Background: an optimization exercise with open tools, aiming at small area. Do not read the settings as production practice.
Where RTL was checked, it was by simulation tests only, not by an equivalence proof against the original.

==> inputs of v29 <==
Design chi_aiu_occ_monitor, start of the top module:
module chi_aiu_occ_monitor #(
  parameter int N_OTT = 32,
  parameter int N_STT = 32,
  parameter int AGE_W = 16,
  localparam int OCW  = $clog2(N_OTT + 1),
  localparam int SCW  = $clog2(N_STT + 1),
  localparam int NMAX = (N_OTT > N_STT) ? N_OTT : N_STT,
  localparam int IW   = (NMAX > 1) ? $clog2(NMAX) : 1
) (
  input  logic             clk,
  input  logic             resetn,
  input  logic [N_OTT-1:0] ott_entry_validvec,
  input  logic [N_STT-1:0] stt_entry_validvec,
  input  logic             starv_mode,
  input  logic             clear,
  input  logic [AGE_W-1:0] timeout_thresh,
  output logic [OCW-1:0]   ott_count,
  output logic [SCW-1:0]   stt_count,
  output logic [OCW-1:0]   ott_hwm,
  output logic [SCW-1:0]   stt_hwm,
  output logic             ott_full,
  output logic             stt_full,
  output logic             timeout_err,
  output logic             timeout_is_stt,
  output logic [IW-1:0]    timeout_idx,
  output logic [7:0]       timeout_cnt,
  output logic [15:0]      starv_cycles,
  output logic [7:0]       starv_entries,
  output logic             dbg_starv_state
);
Settings: LEC_CHECK=0, ABC_AREA=1, CAP_MARGIN=20, CORE_MARGIN=2, CORE_UTILIZATION=35, CTS_BUF_LIST=sky130_fd_sc_hd__clkbuf_4 sky130_fd_sc_hd__clkbuf_8, CTS_CLUSTER_SIZE=16, PLACE_DENSITY=0.55, SLEW_MARGIN=20; clock period 12.0 ns.
run.sh (not shown) runs the stock make flow with config.mk's settings and CLKGATE_MAP_FILE= SYNTH_SCRIPT=/design/flow/synth_recipe.tcl, a recipe that flattens the netlist after the stock synthesis.
==> v20 (differences from v29) <==
--- a/flow/design.v
+++ b/flow/design.v
@@ -503,11 +503,11 @@
     n[16:10] = {s[15:10], ~(s[16] ^ s[15])};
     f_step = n;
   endfunction
   logic [NE-1:0]    w_v;
   logic [SW-1:0]    r_st [NE];
-  logic [NE-1:0]    r_old;
+  logic [SW-1:0]    w_nst [NE];
   logic [15:0]      r_gage;
   logic [SW-1:0]    w_tgt;
   logic [5:0]       w_sum15;
   logic [6:0]       w_sum31;
   logic [8:0]       w_sum127a;
@@ -537,25 +537,34 @@
     w_tgt[9:5]   = w_thr_nz ? f_tgt_q(w_sum31) : 5'h1F;
     w_tgt[16:10] = f_tgt_r(w_sum127);
   end
   assign w_fresh_hit = ({1'b0, r_gage} + 17'd1) == {1'b0, timeout_thresh};
   always_ff @(posedge clk or negedge resetn) begin
+    if (!resetn) r_gage <= '0;
+    else if (r_gage != '1) r_gage <= r_gage + 16'd1;
+  end
+  always_comb begin
+    for (int i = 0; i < NE; i++)
+      w_nst[i] = w_v[i] ? (f_step(r_st[i] ^ INV, (r_st[i] ^ INV) == KDET) ^ INV) : INV;
+  end
+  always_ff @(posedge clk or negedge resetn) begin
     if (!resetn) begin
-      r_gage <= '0;
-      r_old  <= '0;
+      for (int i = 0; i < NE; i++) r_st[i][4:1] <= 4'hF ^ INV[4:1];
     end else begin
-      if (r_gage != '1) r_gage <= r_gage + 16'd1;
-      r_old <= r_old | ~w_v;
+      for (int i = 0; i < NE; i++) r_st[i][4:1] <= w_nst[i][4:1];
     end
   end
   always_ff @(posedge clk) begin
-    for (int i = 0; i < NE; i++)
-      r_st[i] <= w_v[i] ? (f_step(r_st[i] ^ INV, (r_st[i] ^ INV) == KDET) ^ INV) : INV;
+    for (int i = 0; i < NE; i++) begin
+      r_st[i][0]     <= w_nst[i][0];
+      r_st[i][SW-1:5] <= w_nst[i][SW-1:5];
+    end
   end
   always_comb begin
     for (int i = 0; i < NE; i++)
-      w_evt[i] = w_v[i] && (r_old[i] ? (r_st[i] == (w_tgt ^ INV)) : w_fresh_hit);
+      w_evt[i] = w_v[i] && (((r_st[i][4:1] ^ INV[4:1]) == 4'hF) ? w_fresh_hit :
+                            (r_st[i] == (w_tgt ^ INV)));
     w_any_evt = |w_evt;
   end
   always_comb begin
     w_ott_pop = '0;
     for (int i = 0; i < N_OTT; i++) w_ott_pop = w_ott_pop + OCW'(ott_entry_validvec[i]);
==> flow/flow/run.sh (new file) <==
#!/bin/bash
# Own flow: the standard layout (standard.sh), except that synthesis maps the logic
# with a stronger area-oriented ABC script (flow/abc_area2.script). Everything before
# ABC, including flip-flop mapping and register names, is the standard synthesis.
set -euo pipefail
W=$(pwd)
SCRIPT="$W/flow/abc_area2.script"
# my_synth.tcl = synth_recipe.tcl plus a wrapper for abc that swaps in our script
{
  head -n 1 synth_recipe.tcl
  echo "proc abc {args} { set i [lsearch -exact \$args -script]; if {\$i >= 0} { lset args [expr {\$i + 1}] {$SCRIPT} }; yosys abc {*}\$args }"
  tail -n +2 synth_recipe.tcl
} > my_synth.tcl
sed "s#SYNTH_SCRIPT=[^ ]*synth_recipe.tcl#SYNTH_SCRIPT=$W/my_synth.tcl#" standard.sh > my_standard.sh
grep -q "SYNTH_SCRIPT=$W/my_synth.tcl" my_standard.sh
bash my_standard.sh > "$W/standard_flow.log" 2>&1
==> flow/flow/abc_area2.script (new file) <==
strash
balance; rewrite; refactor; balance; rewrite; rewrite -z; balance; refactor -z; rewrite -z; balance
balance; rewrite; refactor; balance; rewrite; rewrite -z; balance; refactor -z; rewrite -z; balance
dch -f
amap
topo
stime -c
dnsize -c
==> flow/standard.sh (new file) <==
#!/bin/bash
# synth_recipe.tcl (not shown) runs the flow's synth.tcl, then flattens the netlist and writes it again
# the make line also repeats each setting of config.mk as NAME=value (left out here)
make -C /OpenROAD-flow-scripts/flow DESIGN_CONFIG=/design/flow/config.mk WORK_HOME=/design/flow/orfs CLKGATE_MAP_FILE= SYNTH_SCRIPT=/design/flow/synth_recipe.tcl "${@:-finish}"
CTS_BUF_LIST = unset   (was sky130_fd_sc_hd__clkbuf_4 sky130_fd_sc_hd__clkbuf_8)
CTS_CLUSTER_SIZE = unset   (was 16)
removed: flow/run.sh
==> v36 (differences from v29) <==
CTS_BUF_LIST = unset   (was sky130_fd_sc_hd__clkbuf_4 sky130_fd_sc_hd__clkbuf_8)
CTS_CLUSTER_SIZE = unset   (was 16)
==> comparison <==
Core utilization, highest first: v20, v36, v29. v36 completed with no timing, DRC or antenna violations. v20 finished but failed the layout checks on negative setup slack. v29 produced a clean layout. In v20 the register-to-register slack is lower than in v29, by 2.0 ns. Clock skew: v36 is lower than v20 (0.0037 ns). In v20 the critical path depth is higher than in v29, by 15. Clock-buffer cell count, highest first: v29, v20, v36.
==> figures <==
Pin count of the biggest net entering global routing: v29 108; v36 108; v20 64
Final clock-cell share: v29 0.0695; v36 0.0707; v20 0.0654
Final weighted congestion in routability-driven placement: v29 0.920; v36 0.920; v20 0.921
Sum of net half-perimeters after detailed placement: v29 149 mm; v36 149 mm; v20 147 mm
Proportion of synthesized chip area in sequential cells: v29 0.424; v36 0.424; v20 0.455
Number of global-route vias before repair: v29 53,500; v36 53,100; v20 53,200
Clock insertion delay at the later pin of the skew report: v29 0.95 ns; v36 0.77 ns; v20 0.79 ns
Met2 track demand over resource in global routing: v29 0.395; v36 0.396; v20 0.401
Number of nets in the synthesized netlist: v29 8,162; v36 8,162; v20 6,948
Outcome: v29 no timing/DRC/antenna violations; v36 no timing/DRC/antenna violations; v20 finished with violations
Reasons for failing layout checks: v29 -; v36 -; v20 negative setup slack
Final hold slack: v29 0.347 ns; v36 0.381 ns; v20 0.375 ns
Most repeated cell in the gate-level netlist after synthesis: v29 sky130_fd_sc_hd__nand2_1; v36 sky130_fd_sc_hd__nand2_1; v20 sky130_fd_sc_hd__nor2_1
For v20, only the layout was checked, not whether the RTL still works.


==> v23 <==
Another version of the RTL of chi_aiu_occ_monitor (not shown whole).
Settings: LEC_CHECK=0, ABC_AREA=1, CAP_MARGIN=20, CORE_MARGIN=2, CORE_UTILIZATION=60, PLACE_DENSITY=0.72, SLEW_MARGIN=20; clock period 12.0 ns.
standard.sh (not shown) runs the stock make flow with config.mk's settings and CLKGATE_MAP_FILE= SYNTH_SCRIPT=/design/flow/synth_recipe.tcl, a recipe that flattens the netlist after the stock synthesis.
==> flow/flow/run.sh <==
#!/bin/bash
# Own flow: the standard layout (standard.sh) with these changes:
#  - synthesis maps the logic with a stronger area-oriented ABC script
#    (flow/abc_area2.script); everything before ABC, including flip-flop mapping and
#    register names, is the standard synthesis;
#  - port buffers are the smallest buffer (every port still gets one);
#  - clock tree: clkbuf_8 only, sink clusters of at most 16 sinks within 60 um, and
#    no dummy loads.
set -euo pipefail
W=$(pwd)
SCRIPT="$W/flow/abc_area2.script"
# my_synth.tcl = synth_recipe.tcl plus a wrapper for abc that swaps in our script
{
  head -n 1 synth_recipe.tcl
  echo "proc abc {args} { set i [lsearch -exact \$args -script]; if {\$i >= 0} { lset args [expr {\$i + 1}] {$SCRIPT} }; yosys abc {*}\$args }"
  tail -n +2 synth_recipe.tcl
} > my_synth.tcl
sed "s#SYNTH_SCRIPT=[^ ]*synth_recipe.tcl#SYNTH_SCRIPT=$W/my_synth.tcl#" standard.sh > my_standard.sh
grep -q "SYNTH_SCRIPT=$W/my_synth.tcl" my_standard.sh
export BUFFER_PORTS_ARGS="-buffer_cell sky130_fd_sc_hd__buf_1"
export CTS_ARGS="-sink_clustering_enable -repair_clock_nets -dont_use_dummy_load -buf_list sky130_fd_sc_hd__clkbuf_8 -sink_clustering_size 16 -sink_clustering_max_diameter 60"
bash my_standard.sh > "$W/standard_flow.log" 2>&1
==> flow/flow/abc_area2.script <==
strash
balance; rewrite; refactor; balance; rewrite; rewrite -z; balance; refactor -z; rewrite -z; balance
balance; rewrite; refactor; balance; rewrite; rewrite -z; balance; refactor -z; rewrite -z; balance
balance; rewrite; refactor; balance; rewrite; rewrite -z; balance; refactor -z; rewrite -z; balance
balance; rewrite; refactor; balance; rewrite; rewrite -z; balance; refactor -z; rewrite -z; balance
dch -f
amap
topo
stime -c
buffer -c
upsize -c
dnsize -c
==> v6 (differences from v23) <==
==> flow/flow/abc_area2.script (replaced) <==
strash
balance; rewrite; refactor; balance; rewrite; rewrite -z; balance; refactor -z; rewrite -z; balance
balance; rewrite; refactor; balance; rewrite; rewrite -z; balance; refactor -z; rewrite -z; balance
dch -f
amap
topo
stime -c
dnsize -c
- CORE_UTILIZATION: 60 -> 35
- PLACE_DENSITY: 0.72 -> 0.55
==> notes <==
v23 passed the timing, DRC and antenna checks. v6 finished with timing, DRC and antenna clean.
Sequential share of layout area: v6 is lower than v23 (1.8 points).
In v23 the design area is lower than in v6, by about 4%.
Between v6 and v23, the lower worst hold slack is in v6 (gap 35 ps).
Fmax is about the same in v6 and v23.
==> figures <==
metric	v6	v23
Nets	6934	6803
Placed Instance Area	58600 um2	56300 um2
Outcome	no timing/DRC/antenna violations	no timing/DRC/antenna violations
Worst endpoint data arrival time	12080 ps	11930 ps
Share of synthesized cell area in and, or, nand and nor gates	19.0%	19.3%
Endpoint of the most critical setup path	r_tmo_idx[1]$_DFFE_PN0P_	r_tmo_idx[2]$_DFFE_PN0P_
Sum of met3 wire segment lengths after detailed routing	16100 um	24000 um
Iteration-0 DRC Markers	5683	8024
Sequential element share of the synthesized area	47.0%	46.3%
Count of vias placed by the detailed router	51500	52100

[re-timing with driven ports]
No port has a modelled driver above. Below, the same layouts with a new extraction and two added sets of constraints.
Step 1 (the two cells are an assumption about what drives the block):
set clk [get_ports {clk}]
set_driving_cell -lib_cell sky130_fd_sc_hd__clkbuf_16 $clk
set_driving_cell -lib_cell sky130_fd_sc_hd__buf_2 [delete_from_list [all_inputs] $clk]
Step 2, shift: input delay + t, output delay - t, t = (earliest + latest rising clock arrival at the registers) / 2. This alone moves slack from input paths to output paths.
Slacks: no drivers / after step 1 / after step 2; pairs: no drivers / after step 1.
run | t (ns) | slack for setup (ns) | worst hold slack (ns) | clock arrival spread, ns | pins driven straight from the clock port
v29 | 0.994 | 0.954 / 1.008 / 0.013 | 0.347 / 0.347 / 0.347 | 0.059 / 0.059 | 1
v20 | 0.850 | -0.675 / -0.627 / -1.477 | 0.375 / 0.375 / 0.375 | 0.039 / 0.040 | 1
v36 | 0.837 | 0.989 / 1.046 / 0.209 | 0.381 / 0.381 / 0.381 | 0.040 / 0.039 | 1
v23 | 0.837 | 0.725 / 0.773 / -0.064 | 0.381 / 0.381 / 0.381 | 0.099 / 0.098 | 1
v6 | 0.896 | 0.734 / 0.786 / -0.111 | 0.346 / 0.346 / 0.346 | 0.161 / 0.161 | 1
With both steps, setup timing fails in v23 and v6, where it was met with ideal ports. The setup slack of v29, which loses most, moves by +0.054 ns with the drivers and by -0.941 ns with both steps.
